What follows belongs to an exercise in optimizing a design on an open flow for small area, a short achievable clock period and few clock cycles per item; a production flow would make more cautious choices.
At most, simulation tests tie the RTL to the original design; equivalence was not proved.
Power is estimated from default activity; no workload was simulated.

==> flow/design.v (excerpt) <==
module double_talk_detector_unit (
   input  wire logic         clock,
   input  wire logic         reset,
   input  wire logic         req_valid,
   output logic              req_ready,
   input  wire logic [15:0]  req_far_sample,
   input  wire logic [15:0]  req_mic_sample,
   input  wire logic         req_frame_end,
   output logic              rsp_valid,
   input  wire logic         rsp_ready,
   output logic [1:0]        rsp_talk_state,
   output logic              rsp_adapt_hold,
   input  wire logic         csr_write_enable,
   input  wire logic [1:0]   csr_index,
   input  wire logic [23:0]  csr_write_data
);
For scale: about 3400 cells after synthesis, about 460 flip-flops, ~69 I/O pins, about 35000 um2 of cells after synthesis.
==> flow/config.mk <==
export PLATFORM = sky130hd
export DESIGN_NAME = double_talk_detector_unit
export DESIGN_NICKNAME = double_talk_detector_unit
export VERILOG_FILES = /design/flow/design.v
export SDC_FILE = /design/flow/constraint.sdc
export NUM_CORES = 4
export LEC_CHECK = 0
export ABC_CLOCK_PERIOD_IN_PS = 3500
export CAP_MARGIN = 20
export CORE_MARGIN = 2
export CORE_UTILIZATION = 40
export PLACE_DENSITY = 0.6
export SLEW_MARGIN = 20
export SYNTH_HIERARCHICAL = 1
==> flow/constraint.sdc <==
create_clock -name core_clock -period 10.0 [get_ports {clock}]
set_input_delay 2.0000 -clock core_clock [delete_from_list [all_inputs] [get_ports {clock}]]
set_output_delay 2.0000 -clock core_clock [all_outputs]
set_load 0.01 [all_outputs]
standard.sh (not shown) runs the stock make flow with config.mk's settings and CLKGATE_MAP_FILE= SYNTH_SCRIPT=/design/flow/synth_recipe.tcl, a recipe that flattens the netlist after the stock synthesis.
==> flow/flow/run.sh <==
#!/bin/bash
# The standard layout, with timing repair aiming below the clock period:
# repair_timing works to a setup slack of MARGIN ns at the design's clock.
set -euo pipefail
MARGIN=${MARGIN:-6.5}
bash standard.sh finish SETUP_SLACK_MARGIN=$MARGIN > flow.log 2>&1
The starting point passed the timing, DRC and antenna checks.
Then changed:
--- a/flow/design.v
+++ b/flow/design.v
@@ -583,41 +583,52 @@
    assign r[27:26] = a[27:26] + 2'(cin[13]);
    assign r[29:28] = a[29:28] + 2'(cin[14]);
    assign r[31:30] = a[31:30] + 2'(cin[15]);
    assign r[33:32] = a[33:32] + 2'(cin[16]);
    assign r[35:34] = a[35:34] + 2'(cin[17]);
    assign r[37:36] = a[37:36] + 2'(cin[18]);
    assign r[39:38] = a[39:38] + 2'(cin[19]);
    assign r[40:40] = a[40:40] + 1'(cin[20]);
 endmodule
 `default_nettype wire
 `default_nettype none
 module dtd_div4 (
-   input  wire logic [11:0] rem,
+   input  wire logic [10:0] rem,
    input  wire logic [1:0]  nxt,
    input  wire logic [10:0] d,
-   output logic [11:0]      rem_o,
+   input  wire logic [12:0] d3,
+   output logic [10:0]      rem_o,
    output logic [1:0]       q_o
 );
-   logic [12:0] t1, t2, r1, r2;
-   logic        s1, s2;
-   assign s1     = !rem[11];
-   assign t1     = {rem, nxt[1]};
-   assign r1     = t1 + ({13{s1}} ^ {2'b0, d}) + {12'd0, s1};
-   assign q_o[1] = !r1[12];
-   assign s2     = !r1[12];
-   assign t2     = {r1[11:0], nxt[0]};
-   assign r2     = t2 + ({13{s2}} ^ {2'b0, d}) + {12'd0, s2};
-   assign q_o[0] = !r2[12];
-   assign rem_o  = r2[11:0];
+   logic [12:0] t;
+   logic [13:0] c1, c2, c3;
+   assign t  = {rem, nxt};
+   assign c1 = {1'b0, t} - {3'b0, d};
+   assign c2 = {1'b0, t} - {2'b0, d, 1'b0};
+   assign c3 = {1'b0, t} - {1'b0, d3};
+   always_comb begin
+      if (!c3[13]) begin
+         q_o   = 2'd3;
+         rem_o = c3[10:0];
+      end else if (!c2[13]) begin
+         q_o   = 2'd2;
+         rem_o = c2[10:0];
+      end else if (!c1[13]) begin
+         q_o   = 2'd1;
+         rem_o = c1[10:0];
+      end else begin
+         q_o   = 2'd0;
+         rem_o = t[10:0];
+      end
+   end
 endmodule
 `default_nettype wire
 `default_nettype none
 module double_talk_detector_unit (
    input  wire logic         clock,
    input  wire logic         reset,
    input  wire logic         req_valid,
    output logic              req_ready,
    input  wire logic [15:0]  req_far_sample,
    input  wire logic [15:0]  req_mic_sample,
    input  wire logic         req_frame_end,
    output logic              rsp_valid,
@@ -643,25 +654,26 @@
    logic          ready_ff;
    logic          in_v_ff, in_last_ff;
    logic [14:0]   in_fy_ff, in_my_ff;
    logic          in_fs_ff, in_ms_ff;
    logic [9:0]    cnt_ff, dcnt_ff;
    logic          full_ff;
    logic          clr_ff;
    logic [40:0]   fsum_ff, msum_ff;
    logic [NB-1:0] fcb_ff, mcb_ff;
    logic [1:0]    a_st_ff;
    logic [3:0]    a_cnt_ff;
    logic [10:0]   div_ff;
-   logic [11:0]   frem_ff, mrem_ff;
+   logic [12:0]   div3_ff;
+   logic [10:0]   frem_ff, mrem_ff;
    logic [29:0]   fq_ff, mq_ff;
    logic [2:0]    b_ph_ff;
    logic [3:0]    b_j_ff;
    logic [32:0]   acc_ff;
    logic          hit_ff;
    logic [30:0]   flvl_ff, mlvl_ff;
    logic          out_valid_ff;
    logic [1:0]    talk_ff;
    always_ff @(posedge clock) begin
       if (reset) begin
          alpha_ff   <= dtd_pkg::ALPHA_RESET;
          ratio_ff   <= dtd_pkg::RATIO_RESET;
@@ -724,58 +736,61 @@
          in_v_ff <= 1'b0;
          cnt_ff  <= '0;
          full_ff <= 1'b0;
          clr_ff  <= 1'b1;
       end else begin
          in_v_ff <= keep_in;
          full_ff <= full_in;
          clr_ff  <= full_in && (a_st_in == A_IDLE);
          cnt_ff  <= cnt_in;
       end
    end
    logic [1:0]  a_st_in;
-   logic [11:0] frem_o, mrem_o;
+   logic [10:0] frem_o, mrem_o;
    logic [1:0]  fq_o, mq_o;
    logic        b_fin;
    assign load = full_ff && (a_st_ff == A_IDLE);
    dtd_div4 u_fdiv (
       .rem   (frem_ff),
       .nxt   (fq_ff[29:28]),
       .d     (div_ff),
+      .d3    (div3_ff),
       .rem_o (frem_o),
       .q_o   (fq_o)
    );
    dtd_div4 u_mdiv (
       .rem   (mrem_ff),
       .nxt   (mq_ff[29:28]),
       .d     (div_ff),
+      .d3    (div3_ff),
       .rem_o (mrem_o),
       .q_o   (mq_o)
    );
    always_comb begin
       a_st_in = a_st_ff;
       case (a_st_ff)
          A_IDLE:  if (full_ff) a_st_in = A_DIV;
          A_DIV:   if (a_cnt_ff == 4'd14) a_st_in = A_DONE;
          A_DONE:  if (b_fin) a_st_in = A_IDLE;
          default: a_st_in = A_IDLE;
       endcase
    end
    always_ff @(posedge clock) begin
       if (load) begin
-         frem_ff  <= {1'b0, fres[40:30]};
+         frem_ff  <= fres[40:30];
          fq_ff    <= fres[29:0];
-         mrem_ff  <= {1'b0, mres[40:30]};
+         mrem_ff  <= mres[40:30];
          mq_ff    <= mres[29:0];
          div_ff   <= {1'b0, dcnt_ff} + 11'd2;
+         div3_ff  <= {3'b0, dcnt_ff} + {2'b0, dcnt_ff, 1'b0} + 13'd6;
          a_cnt_ff <= '0;
       end else if (a_st_ff == A_DIV) begin
          frem_ff  <= frem_o;
          fq_ff    <= {fq_ff[27:0], fq_o};
          mrem_ff  <= mrem_o;
          mq_ff    <= {mq_ff[27:0], mq_o};
          a_cnt_ff <= a_cnt_ff + 4'd1;
       end
       if (reset) begin
          a_st_ff <= A_IDLE;
       end else begin
          a_st_ff <= a_st_in;
Outcome: Global-route usage came out higher by 0.15 points; routed wire length rose by a few percent; utilization drops by 1.2 points; total power decreases by well over a third; clock-buffer cell count grows by 2.
Testbench counts after the change, summed over its fixed seeds: cycles 29,390, items 384.
The RTL of the first run of this note was laid out without a check of its function.

==> static timing again, ports no longer ideal <==
The results above use ideal ports. As a check the final layouts listed here were re-extracted and re-timed, cells and wires unchanged.
Step 1, drivers: a clkbuf_16 drives clock and a buf_2 each remaining input, both assumed.
Step 2 times the ports against the registers' clock, not the clock port: input delays grow and output delays shrink by t, the midpoint of the rising clock arrivals with the driver on.
Three values: ideal ports, drivers, drivers and shift; two values: the first two.
run	t, ns	setup slack, ns	hold slack, ns	worst register clock-pin slew, ns	cell pins on the clock port's net
the first run	0.674	6.034 / 6.034 / 5.924	0.445 / 0.445 / 0.445	0.07 / 0.07	1
the second run	0.684	6.510 / 6.510 / 5.979	0.446 / 0.446 / 0.446	0.07 / 0.07	1
After both steps every run listed still meets setup and hold. The setup slack of the second run, which loses most, moves by 0.000 ns with the drivers and by -0.531 ns with both steps.
